Source: an optimization exercise on an open RTL-to-GDS flow (aim: small area, a short achievable clock period and few clock cycles per item). Production flows keep margins and buffers that such runs may drop. RTL that was checked went through simulation tests only; none was proved equivalent to the original. Power is estimated from default activity; no workload was simulated.

Design tx_zc_phase_gen, start of the top module:
module tx_zc_phase_gen #(
    parameter int NZC_W  = tx_zc_pkg::ZC_NZC_W_DEF,
    parameter int OUT_W  = tx_zc_pkg::ZC_OUT_W_DEF,
    parameter int INV_W  = tx_zc_pkg::ZC_INV_W_DEF,
    parameter int PH_W   = NZC_W + 5
) (
    input  logic             sys_clk,
    input  logic             rst,
    input  logic             start,
    input  logic             abort,
    input  logic [NZC_W-1:0] zc_N_zc,
    input  logic [NZC_W-1:0] zc_len,
    input  logic [NZC_W-1:0] zc_start_index,
    input  logic [PH_W-1:0]  zc_Q,
    input  logic [PH_W-1:0]  zc_P,
    input  logic [INV_W-1:0] zc_inv_T,
    input  logic             theta_ready,
    output logic             theta_valid,
    output logic [OUT_W-1:0] theta_data,
    output logic             theta_last,
    output logic             busy,
    output logic             cfg_err
);
    logic        r_busy, r_idle, r_cfg_err;
    logic        r_ph_q2;    
    logic        r_ph_e0;    
    logic        r_ph_run;   
    logic        r_ph_w1;    
    logic        r_ph_w2;    
    logic        r_ph_w3;    
    logic        r_s1_valid, r_s1_last, r_s2_valid, r_s2_last, r_out_valid, r_out_last;
    logic [11:0] r_out_data;
    logic [11:0] r_nzc;          
    logic [13:0] r_t3;           
    logic [16:0] r_q;            
    logic [16:0] r_p;            
  ...
export LEC_CHECK = 0
export CAP_MARGIN = 20
export CORE_MARGIN = 2
export CORE_UTILIZATION = 40
export SETUP_SLACK_MARGIN = 4.0
export SLEW_MARGIN = 20
create_clock -name core_clock -period 8.0 [get_ports {sys_clk}]
standard.sh (not shown) runs the stock make flow with config.mk's settings and CLKGATE_MAP_FILE= SYNTH_SCRIPT=/design/flow/synth_recipe.tcl, a recipe that flattens the netlist after the stock synthesis.
==> flow/flow/run.sh <==
#!/bin/bash
# The standard layout, with the ports buffered by buf_2 cells instead of the
# default choice of buffer cell.
set -euo pipefail
export BUFFER_PORTS_ARGS="-buffer_cell sky130_fd_sc_hd__buf_2"
bash standard.sh > standard.log 2>&1
Testbench counts at the start, summed over its fixed seeds: cycles 47,060, items 46,621.
Then changed:
==> flow/run.sh (new file) <==
#!/bin/bash
# synth_recipe.tcl (not shown) runs the flow's synth.tcl, then flattens the netlist and writes it again
# the make line also repeats each setting of config.mk as NAME=value (left out here)
make -C /OpenROAD-flow-scripts/flow DESIGN_CONFIG=/design/flow/config.mk WORK_HOME=/design/flow/orfs CLKGATE_MAP_FILE= SYNTH_SCRIPT=/design/flow/synth_recipe.tcl finish
CORE_UTILIZATION = 65   (was 40)
removed: flow/flow/run.sh
removed: flow/standard.sh
What happened: The new run ran to the end with no violations; routed wire length went down by a few percent; sequential cell count is unchanged; worst setup slack is about the same; total power is higher slightly; register-to-register slack barely changes; die area drops by well over a third.

## v39
tx_zc_phase_gen, a different RTL version from the one above (not shown whole).
Size: roughly 270 flip-flops, ~110 I/O pins.
==> flow/config.mk <==
export PLATFORM = sky130hd
export DESIGN_NAME = tx_zc_phase_gen
export DESIGN_NICKNAME = tx_zc_phase_gen
export VERILOG_FILES = /design/flow/design.v
export SDC_FILE = /design/flow/constraint.sdc
export NUM_CORES = 4
export LEC_CHECK = 0
export CAP_MARGIN = 20
export CORE_MARGIN = 2
export CORE_UTILIZATION = 40
export CTS_BUF_LIST = sky130_fd_sc_hd__clkbuf_8
export CTS_CLUSTER_DIAMETER = 60
export CTS_CLUSTER_SIZE = 20
export SETUP_SLACK_MARGIN = 4.0
export SLEW_MARGIN = 20
==> flow/constraint.sdc <==
create_clock -name core_clock -period 8.0 [get_ports {sys_clk}]
set_input_delay 1.6000 -clock core_clock [delete_from_list [all_inputs] [get_ports {sys_clk}]]
set_output_delay 1.6000 -clock core_clock [all_outputs]
set_load 0.01 [all_outputs]
==> flow/flow/run.sh <==
#!/bin/bash
# The standard layout, with the ports buffered by buf_1 cells instead of the
# default choice of buffer cell.
set -euo pipefail
export BUFFER_PORTS_ARGS="-buffer_cell sky130_fd_sc_hd__buf_1"
bash standard.sh > standard.log 2>&1
--- input diff v39..v20 ---
Settings: a change of CAP_MARGIN from 20 to 5; a change of SLEW_MARGIN from 20 to 5.
Findings:
Final critical path time including I/O delays and setup ends up lower on v39. Per the comparison of v20 with v39, internal power contribution fell 0.77%, non-clock inverter instance count of the final layout about even. From v39 to v20 the numbers moved as follows: diode insertion count for antenna repair up 1; met2 wire length flat; utilization flat. As far as fraction of synthesized cell area in xor and xnor cells goes, v20 and v39 are indistinguishable; the numbers are identical. | sequential share of layout area | v20 vs v39 | ≈ equal |. Relative to v39, the highest clock rate measured on v20 has decreased slightly. v20: critical-path maximum fanout 2 above v39.
For v22, these inputs were changed with respect to v20:
Settings: setting TNS_END_PERCENT to 10 for the first time; changing SETUP_SLACK_MARGIN from 4.0 to 4.5.
Findings:
No stage failed in v22, and the final checks on the layout all came back clean.
Delta (v22 minus v20): area of all placed cells without fillers grew by about 1.9%, via count held steady, placement row count held steady, total wire length grew by about 1.5%, detailed placement HPWL shrank by about 1%.
Going from v20 to v22, maximum frequency higher; hold slack shrank by 0.0035 ns.
The inputs of v59 differ from those of v22 as listed below.
Settings: SETUP_SLACK_MARGIN: 4.5 -> 4.3.
Per the final summary, v59 finished and its layout is clean on timing, DRC and antenna.
Compared with v22, v59 shows total power that has gone down slightly.
On peak clock frequency supported by timing: v59 sits below v22.
v22 → v59: final-layout worst hold slack neither gained nor lost much; worst hold path cell count neither gained nor lost much; required time reported for the critical path endpoint neither gained nor lost much.
Between v22 and v59, the minimum clock period after layout is higher for v59.
Function was not checked in any run of this note: the RTL went through the layout flow alone.

## P
RTL: one of the versions met above, not the one the previous note started from.
Size: about 270 flip-flops, about 0.027 mm^2 of cells after synthesis.
export LEC_CHECK = 0
export CAP_MARGIN = 20
export CORE_MARGIN = 2
export CORE_UTILIZATION = 40
export CTS_BUF_LIST = sky130_fd_sc_hd__clkbuf_8
export CTS_CLUSTER_DIAMETER = 60
export CTS_CLUSTER_SIZE = 20
export SETUP_SLACK_MARGIN = 4.0
export SLEW_MARGIN = 20
create_clock -name core_clock -period 8.0 [get_ports {sys_clk}]
Scripts as last shown in full above: flow/flow/run.sh
Testbench counts of P, summed over its fixed seeds: cycles 47,060, items 46,621.
Edits applied to the flow inputs when going from P to Q:
- PLACE_DENSITY now 0.75, previously not set
- CORE_UTILIZATION now 60, was 40
==> flow/flow/run.sh <==
#!/bin/bash
# The standard layout, with the ports buffered by buf_2 cells instead of the
# default choice of buffer cell.
set -euo pipefail
export BUFFER_PORTS_ARGS="-buffer_cell sky130_fd_sc_hd__buf_2"
bash standard.sh > standard.log 2>&1
Results
- Of Q and P, it is Q that has the higher worst-path maximum fanout.
- Comparing P and Q, global-route usage is higher on Q.
- Fmax | Q vs P | Q slower
Inputs modified between Q and R:
- clearing CTS_CLUSTER_SIZE, which used to be 20
- clearing PLACE_DENSITY, which used to be 0.75
- clearing CTS_CLUSTER_DIAMETER, which used to be 60
- swapping 60 for 40 in CORE_UTILIZATION
- clearing CTS_BUF_LIST, which used to be sky130_fd_sc_hd__clkbuf_8
==> flow/run.sh (new file) <==
#!/bin/bash
# synth_recipe.tcl (not shown) runs the flow's synth.tcl, then flattens the netlist and writes it again
# the make line also repeats each setting of config.mk as NAME=value (left out here)
make -C /OpenROAD-flow-scripts/flow DESIGN_CONFIG=/design/flow/config.mk WORK_HOME=/design/flow/orfs CLKGATE_MAP_FILE= SYNTH_SCRIPT=/design/flow/synth_recipe.tcl finish
removed: flow/flow/run.sh
removed: flow/standard.sh
==> run summary <==
Every run (R and Q) finished clean.
Maximum number of pins on one net before global-route repair was lower in the run labelled R.
Looking at wire length across R and Q, the one that comes out higher is R.
The post-route fraction of the period consumed by the critical path in R sits 0.70 points below the value recorded for Q.
Against Q, cell area in R came out worse.
Relative to R, the following input files were edited for S:
- putting CTS_CLUSTER_DIAMETER at 60 where nothing was set
- putting CTS_BUF_LIST at sky130_fd_sc_hd__clkbuf_8 where nothing was set
- putting GPL_TIMING_DRIVEN at 1 where nothing was set
- putting CTS_CLUSTER_SIZE at 20 where nothing was set
==> flow/flow/run.sh (new file) <==
#!/bin/bash
# The standard layout, with the ports buffered by buf_2 cells instead of the
# default choice of buffer cell.
set -euo pipefail
export BUFFER_PORTS_ARGS="-buffer_cell sky130_fd_sc_hd__buf_2"
bash standard.sh > standard.log 2>&1
==> flow/standard.sh (new file) <==
#!/bin/bash
# synth_recipe.tcl (not shown) runs the flow's synth.tcl, then flattens the netlist and writes it again
# the make line also repeats each setting of config.mk as NAME=value (left out here)
make -C /OpenROAD-flow-scripts/flow DESIGN_CONFIG=/design/flow/config.mk WORK_HOME=/design/flow/orfs CLKGATE_MAP_FILE= SYNTH_SCRIPT=/design/flow/synth_recipe.tcl "${@:-finish}"
removed: flow/run.sh
Findings:
Every stage of the flow completed for S, and the final layout passed the timing, design-rule and antenna checks.
The run showing the smaller clock network latency to the later pin of the worst-skew pair is R.
Between R and S, global routing usage on met2 increased.
Re detailed-route wire length: S is about 0.7% up on R.
Compared with R, in S hold slack has decreased, total power draw shrank by about 6%, via count up 176, power density relative to cell area saw a decrease.
diff inputs: S => T
- changing SETUP_SLACK_MARGIN from 4.0 to 4.2
- removing CTS_CLUSTER_SIZE (formerly 20)
- changing CORE_UTILIZATION from 40 to 65
- removing CTS_BUF_LIST (formerly sky130_fd_sc_hd__clkbuf_8)
- removing CTS_CLUSTER_DIAMETER (formerly 60)
==> flow/run.sh (new file) <==
#!/bin/bash
# synth_recipe.tcl (not shown) runs the flow's synth.tcl, then flattens the netlist and writes it again
# the make line also repeats each setting of config.mk as NAME=value (left out here)
make -C /OpenROAD-flow-scripts/flow DESIGN_CONFIG=/design/flow/config.mk WORK_HOME=/design/flow/orfs CLKGATE_MAP_FILE= SYNTH_SCRIPT=/design/flow/synth_recipe.tcl finish
removed: flow/flow/run.sh
removed: flow/standard.sh
## What came out
T does better than S on final setup slack of the worst path.
First-pass GRT wire length ended up 1300 um lower on T than on S.
[compare] base=S new=T: count of clock buffers in the final design went up 5; average size of a mapped cell closely matched the old numbers; instance count after placement with tap cells included went down; largest clock skew in the final design comparable.
Looking at worst slew slack as a fraction of its limit, T sits above S.
Total power after layout grows by a few percent when moving from S to T.
| post-synthesis to final-layout area growth | T vs S | 3.9 points higher |
| maximum operating frequency | T vs S | better |

[static timing again, ports no longer ideal]
The results above use ideal ports. As a check the final layouts listed here were re-extracted and re-timed, cells and wires unchanged. Step 1 sets driving cells, clkbuf_16 on the clock port and buf_2 on the other inputs (assumed; they add their load-dependent delay and slew). Step 2, shift: input delay + t, output delay - t, t = (earliest + latest rising clock arrival at the registers) / 2. This alone moves slack from input paths to output paths. Three values: ideal ports, drivers, drivers and shift; two values: the first two.
| run | shift t [ns] | setup slack, ns | worst slew at a driven data input, ns |
|---|---|---|---|
| the first run of note 1 | 0.603 | 4.063 / 4.063 / 3.579 | 0.05 |
| the second run of note 1 | 0.616 | 4.062 / 4.062 / 3.583 | 0.06 |
| v39 | 0.726 | 4.064 / 4.064 / 3.380 | 0.07 |
| v20 | 0.732 | 4.033 / 4.033 / 3.516 | 0.06 |
| v22 | 0.674 | 4.113 / 4.113 / 3.902 | 0.06 |
| v59 | 0.674 | 4.098 / 4.098 / 3.822 | 0.06 |
| P | 0.684 | 4.097 / 4.097 / 3.584 | 0.05 |
| Q | 0.712 | 4.027 / 4.027 / 3.630 | 0.04 |
| R | 0.604 | 4.082 / 4.082 / 3.561 | 0.06 |
| S | 0.671 | 4.074 / 4.074 / 3.489 | 0.05 |
| T | 0.639 | 4.138 / 4.138 / 3.690 | 0.06 |
After both steps setup and hold are still met in every run listed. The setup slack of v39, which loses most, moves by 0.000 ns with the drivers and by -0.684 ns with both steps.
